From an optimization exercise on the open Yosys and OpenROAD flow, aimed at small area, a short achievable clock period and few clock cycles per item; shortcuts taken in it are not production practice. The RTL was checked by simulation tests, not by an equivalence proof against the original design.

Setup of the baseline:
==> flow/design.v <==
package tlg_pkg;
    localparam int GRID_DIM = 16;
    localparam int ROW_W    = $clog2(GRID_DIM);
    localparam int BIRTH_COUNT   = 3;
    localparam int SURVIVE_COUNT = 2;
    localparam int STEP_LAST = GRID_DIM + 2;
    localparam int CLR_LAST  = GRID_DIM - 1;
    localparam int CNT_W     = $clog2(STEP_LAST + 1);
    typedef logic [GRID_DIM-1:0] t_row_word;
    typedef logic [ROW_W-1:0]    t_row_addr;
    typedef logic [CNT_W-1:0]    t_cnt;
    typedef logic [3:0]          t_nbr_cnt;
    typedef enum logic [2:0] {
        REQ_READ   = 3'd0,
        REQ_WRITE  = 3'd1,
        REQ_TOGGLE = 3'd2,
        REQ_STEP   = 3'd3,
        REQ_CLEAR  = 3'd4
    } t_req_type;
    typedef enum logic [2:0] {
        ST_INIT,
        ST_IDLE,
        ST_CELL_RD,
        ST_CELL_WR,
        ST_STEP,
        ST_CLEAR,
        ST_DONE
    } t_state;
    typedef struct packed {
        logic      we;
        t_row_addr waddr;
        t_row_word wdata;
        logic      re;
        t_row_addr raddr;
    } t_ram_req;
endpackage
module tlg_row_ram (
    input  logic              i_clk,
    input  tlg_pkg::t_ram_req i_req,
    output tlg_pkg::t_row_word o_rdata
);
    tlg_pkg::t_row_word r_mem [0:tlg_pkg::GRID_DIM-1];
    tlg_pkg::t_row_word r_rdata;
    always_ff @(posedge i_clk) begin
        if (i_req.we) begin
            r_mem[i_req.waddr] <= i_req.wdata;
        end
    end
    always_ff @(posedge i_clk) begin
        if (i_req.re) begin
            r_rdata <= r_mem[i_req.raddr];
        end
    end
    assign o_rdata = r_rdata;
endmodule
module tlg_fa (
    input  logic i_a,
    input  logic i_b,
    input  logic i_c,
    output logic o_s,
    output logic o_k
);
    assign o_s = i_a ^ i_b ^ i_c;
    assign o_k = (i_a & i_b) | (i_a & i_c) | (i_b & i_c);
endmodule
module tlg_row_rule (
    input  tlg_pkg::t_row_word i_above,
    input  tlg_pkg::t_row_word i_center,
    input  tlg_pkg::t_row_word i_below,
    output tlg_pkg::t_row_word o_next
);
    localparam int N = tlg_pkg::GRID_DIM;
    tlg_pkg::t_row_word s, k;
    for (genvar c = 0; c < N; c++) begin : g_v
        tlg_fa u_v (.i_a(i_above[c]), .i_b(i_center[c]), .i_c(i_below[c]), .o_s(s[c]), .o_k(k[c]));
    end
    for (genvar c = 0; c < N; c++) begin : g_col
        localparam int L = (c + N - 1) % N;
        localparam int R = (c + 1) % N;
        logic x0, x1, y0, y1, u;
        tlg_fa u_x (.i_a(s[L]), .i_b(s[c]), .i_c(s[R]), .o_s(x0), .o_k(x1));
        tlg_fa u_y (.i_a(k[L]), .i_b(k[c]), .i_c(k[R]), .o_s(y0), .o_k(y1));
        assign u = x1 ^ y0;
        assign o_next[c] = x0 ? (u && !y1) : (i_center[c] && !u && (x1 ^ y1));
    end
endmodule
module toroidal_life_grid_engine_core (
    input  logic       i_clk,
    input  logic       i_rst_n,
    input  logic       s_axis_tvalid,
    output logic       s_axis_tready,
    input  logic [15:0] s_axis_tdata,   
    input  logic [2:0] s_axis_tuser,    
    output logic       m_axis_tvalid,
    input  logic       m_axis_tready,
    output logic [7:0] m_axis_tdata     
);
    localparam int N = tlg_pkg::GRID_DIM;
    localparam int H = N / 2;
    localparam int QD = 3;               
    tlg_pkg::t_row_word r_live  [0:N-1];
    tlg_pkg::t_row_word r_prior [0:N-1];
    logic         x_valid;     
    logic         x_cell;      
    logic         x_step;      
    logic         x_tog;
    logic         x_wr;        
    logic         x_val;       
    logic         x_pclr;      
    logic [3:0]   x_col;
    logic [N-1:0] x_rrow;      
    logic         x_wt;        
    logic         x_all;       
    logic [N-1:0] x_rsel;      
    logic [N-1:0] x_csel;      
    logic         r_step2;     
    logic         r_pclr;      
    logic [2:0]   r_cnt;       
    logic [2:0]   r_owed;      
    logic         r_ready;
    logic         r_ovalid;
    logic [1:0]   r_q [0:QD-1];
    logic         accept, deliver;
    logic [2:0]   code;
    assign accept  = s_axis_tvalid && r_ready;
    assign deliver = r_ovalid && m_axis_tready;
    assign code    = s_axis_tuser;
    always_ff @(posedge i_clk) begin
        x_col <= s_axis_tdata[3:0];
        x_tog <= i_rst_n && (code == tlg_pkg::REQ_TOGGLE);
        x_wt  <= accept && ((code == tlg_pkg::REQ_WRITE) || (code == tlg_pkg::REQ_TOGGLE));
        x_all <= !i_rst_n || (accept && (code == tlg_pkg::REQ_CLEAR));
        x_wr  <= !i_rst_n || (code == tlg_pkg::REQ_WRITE) || (code == tlg_pkg::REQ_CLEAR);
        x_val <= i_rst_n && (code == tlg_pkg::REQ_WRITE) && s_axis_tdata[8];
        for (int i = 0; i < N; i++) begin
            x_rrow[i] <= (s_axis_tdata[7:4] == 4'(i));
        end
        if (!i_rst_n) begin
            x_valid <= 1'b0;
            x_cell  <= 1'b0;
            x_step  <= 1'b0;
            x_pclr  <= 1'b1;
            r_step2 <= 1'b0;
            r_pclr  <= 1'b0;
        end else begin
            x_valid <= accept;
            x_cell  <= accept && ((code == tlg_pkg::REQ_READ) || (code == tlg_pkg::REQ_WRITE)
                                  || (code == tlg_pkg::REQ_TOGGLE));
            x_step  <= accept && (code == tlg_pkg::REQ_STEP);
            x_pclr  <= accept && (code == tlg_pkg::REQ_CLEAR);
            r_step2 <= x_step;
            r_pclr  <= x_pclr;
        end
    end
    tlg_pkg::t_row_word live_row, prior_row, new_row, wr_row;
    always_comb begin
        live_row  = '0;
        prior_row = '0;
        for (int r = 0; r < N; r++) begin
            live_row  = live_row  | ({N{x_rrow[r]}} & r_live[r]);
            prior_row = prior_row | ({N{x_rrow[r]}} & r_prior[r]);
        end
    end
    assign new_row  = x_tog ? ~live_row : (x_wr ? {N{x_val}} : live_row);
    for (genvar i = 0; i < N; i++) begin : g_sel
        assign x_rsel[i] = x_all || (x_wt && x_rrow[i]);
        assign x_csel[i] = x_all || (x_col == 4'(i));
    end
    assign wr_row   = (x_csel & new_row) | (~x_csel & live_row);
    tlg_pkg::t_row_word r_halo_a, r_halo_b;
    tlg_pkg::t_row_word half_next [0:H-1];
    for (genvar j = 0; j < H; j++) begin : g_rule
        tlg_row_rule u_rule (
            .i_above  ((j == 0)     ? r_halo_a : r_live[j - 1]),
            .i_center (r_live[j]),
            .i_below  ((j == H - 1) ? r_halo_b : r_live[j + 1]),
            .o_next   (half_next[j])
        );
    end
    logic stepping;
    assign stepping = x_step || r_step2;
    always_ff @(posedge i_clk) begin
        for (int r = 0; r < N; r++) begin
            if (stepping) begin
                r_live[r] <= (r < H) ? r_live[r + H] : half_next[r - H];
            end else if (x_rsel[r]) begin
                r_live[r] <= wr_row;
            end
            if (((r < H) ? x_step : r_step2) || r_pclr) begin
                r_prior[r] <= r_live[r % H];
            end
        end
        if (x_step) begin
            r_halo_a <= r_live[H-1];
            r_halo_b <= r_live[0];
        end else if (r_step2) begin
            r_halo_a <= half_next[H-1];
            r_halo_b <= half_next[0];
        end else begin
            if (x_rsel[N-1]) r_halo_a <= wr_row;
            if (x_rsel[H])   r_halo_b <= wr_row;
        end
    end
    logic [1:0] res;
    assign res = {x_cell && !r_pclr && prior_row[x_col], x_cell && wr_row[x_col]};
    logic [2:0] cnt_next, owed_next;
    always_comb begin
        cnt_next = r_cnt;
        if (x_valid && !deliver) cnt_next = r_cnt + 3'd1;
        if (!x_valid && deliver) cnt_next = r_cnt - 3'd1;
        owed_next = r_owed;
        if (accept && !deliver) owed_next = r_owed + 3'd1;
        if (!accept && deliver) owed_next = r_owed - 3'd1;
    end
    always_ff @(posedge i_clk) begin
        if (!i_rst_n) begin
            r_cnt    <= '0;
            r_owed   <= '0;
            r_ovalid <= 1'b0;
            r_ready  <= 1'b1;
        end else begin
            r_cnt    <= cnt_next;
            r_owed   <= owed_next;
            r_ovalid <= (cnt_next != 3'd0);
            r_ready  <= (owed_next < 3'(QD)) && !(accept && (code == tlg_pkg::REQ_STEP));
        end
    end
    always_ff @(posedge i_clk) begin
        for (int i = 0; i < QD; i++) begin
            if (x_valid && (3'(i) == r_cnt - 3'(deliver))) begin
                r_q[i] <= res;
            end else if (deliver && i < QD - 1) begin
                r_q[i] <= r_q[i+1];
            end
        end
    end
    assign s_axis_tready = r_ready;
    assign m_axis_tvalid = r_ovalid;
    assign m_axis_tdata  = {6'b0, r_q[0]};
endmodule
export LEC_CHECK = 0
export CAP_MARGIN = 5
export CORE_MARGIN = 2
export CORE_UTILIZATION = 40
export PLACE_DENSITY = 0.8
export SETUP_SLACK_MARGIN = 2.0
export SLEW_MARGIN = 5
export SYNTH_HIERARCHICAL = 1
export SYNTH_MINIMUM_KEEP_SIZE = 0
create_clock -name core_clock -period 5.0 [get_ports {i_clk}]
run.sh (not shown) runs the stock make flow with config.mk's settings and CLKGATE_MAP_FILE= SYNTH_SCRIPT=/design/flow/synth_recipe.tcl, a recipe that flattens the netlist after the stock synthesis.
Testbench counts of the baseline, summed over its fixed seeds: cycles 5,843, items 4,800.
What the candidate does differently from the baseline at the input level:
diff --git a/flow/design.v b/flow/design.v
--- a/flow/design.v
+++ b/flow/design.v
@@ -65,10 +65,12 @@
 endmodule
 module tlg_row_rule (
     input  tlg_pkg::t_row_word i_above,
     input  tlg_pkg::t_row_word i_center,
     input  tlg_pkg::t_row_word i_below,
+    input  logic               i_step,
+    input  tlg_pkg::t_row_word i_other,
     output tlg_pkg::t_row_word o_next
 );
     localparam int N = tlg_pkg::GRID_DIM;
     tlg_pkg::t_row_word s, k;
     for (genvar c = 0; c < N; c++) begin : g_v
@@ -79,11 +81,12 @@
         localparam int R = (c + 1) % N;
         logic x0, x1, y0, y1, u;
         tlg_fa u_x (.i_a(s[L]), .i_b(s[c]), .i_c(s[R]), .o_s(x0), .o_k(x1));
         tlg_fa u_y (.i_a(k[L]), .i_b(k[c]), .i_c(k[R]), .o_s(y0), .o_k(y1));
         assign u = x1 ^ y0;
-        assign o_next[c] = x0 ? (u && !y1) : (i_center[c] && !u && (x1 ^ y1));
+        assign o_next[c] = !i_step ? i_other[c]
+                         : x0 ? (u && !y1) : (i_center[c] && !u && (x1 ^ y1));
     end
 endmodule
 module toroidal_life_grid_engine_core (
     input  logic       i_clk,
     input  logic       i_rst_n,
@@ -165,42 +168,40 @@
     for (genvar i = 0; i < N; i++) begin : g_sel
         assign x_rsel[i] = x_all || (x_wt && x_rrow[i]);
         assign x_csel[i] = x_all || (x_col == 4'(i));
     end
     assign wr_row   = (x_csel & new_row) | (~x_csel & live_row);
-    tlg_pkg::t_row_word r_halo_a, r_halo_b;
-    tlg_pkg::t_row_word half_next [0:H-1];
+    tlg_pkg::t_row_word above0, below7;
+    assign above0 = r_step2 ? r_prior[H-1] : r_live[N-1];
+    assign below7 = r_step2 ? r_prior[0]   : r_live[H];
+    tlg_pkg::t_row_word half_next [0:H-1];    
+    logic stepping;
+    assign stepping = x_step || r_step2;
     for (genvar j = 0; j < H; j++) begin : g_rule
         tlg_row_rule u_rule (
-            .i_above  ((j == 0)     ? r_halo_a : r_live[j - 1]),
+            .i_above  ((j == 0)     ? above0 : r_live[j - 1]),
             .i_center (r_live[j]),
-            .i_below  ((j == H - 1) ? r_halo_b : r_live[j + 1]),
+            .i_below  ((j == H - 1) ? below7 : r_live[j + 1]),
+            .i_step   (stepping),
+            .i_other  (wr_row),
             .o_next   (half_next[j])
         );
     end
-    logic stepping;
-    assign stepping = x_step || r_step2;
     always_ff @(posedge i_clk) begin
         for (int r = 0; r < N; r++) begin
-            if (stepping) begin
-                r_live[r] <= (r < H) ? r_live[r + H] : half_next[r - H];
-            end else if (x_rsel[r]) begin
-                r_live[r] <= wr_row;
+            if (r < H) begin
+                if (stepping) begin
+                    r_live[r] <= r_live[r + H];
+                end else if (x_rsel[r]) begin
+                    r_live[r] <= wr_row;
+                end
+            end else if (stepping || x_rsel[r]) begin
+                r_live[r] <= half_next[r - H];
             end
             if (((r < H) ? x_step : r_step2) || r_pclr) begin
                 r_prior[r] <= r_live[r % H];
             end
-        end
-        if (x_step) begin
-            r_halo_a <= r_live[H-1];
-            r_halo_b <= r_live[0];
-        end else if (r_step2) begin
-            r_halo_a <= half_next[H-1];
-            r_halo_b <= half_next[0];
-        end else begin
-            if (x_rsel[N-1]) r_halo_a <= wr_row;
-            if (x_rsel[H])   r_halo_b <= wr_row;
         end
     end
     logic [1:0] res;
     assign res = {x_cell && !r_pclr && prior_row[x_col], x_cell && wr_row[x_col]};
     logic [2:0] cnt_next, owed_next;
==> comparison <==
The candidate vs the baseline on number of logic inverters in the finished layout: the candidate is the higher one.
Sequential share of layout area in the candidate is 1.6 points lower than in the baseline
Changes observed in the candidate relative to the baseline: final worst slack shrank by 0.012 ns, highest clock frequency the design can meet went down about 0.4%.
The candidate ends up with higher number of design-rule violations left by the first detailed-router iteration than the baseline does.
Testbench counts of the candidate, summed over its fixed seeds: cycles 5,843, items 4,800.

port drivers added, routing unchanged:
In the flow no input, the clock included, has a driving cell. The finished layouts below were timed again as built, in two steps. Step 1 sets driving cells, clkbuf_16 on the clock port and buf_2 on the other inputs (assumed; they add their load-dependent delay and slew). Step 2 also shifts input and output timing later by t, the mid clock arrival at the registers, as if the neighbouring blocks saw the same clock. Three values: ideal ports, drivers, drivers and shift; two values: the first two.
run | t (ns) | setup slack, ns | hold slack, ns | worst register clock-pin slew, ns
the baseline | 0.696 | 1.956 / 1.956 / 1.594 | 0.427 / 0.427 / 0.427 | 0.07 / 0.07
the candidate | 0.706 | 1.944 / 1.944 / 1.605 | 0.462 / 0.462 / 0.462 | 0.07 / 0.07
After both steps every run listed still meets setup and hold. The setup slack of the baseline, which loses most, moves by 0.000 ns with the drivers and by -0.362 ns with both steps.
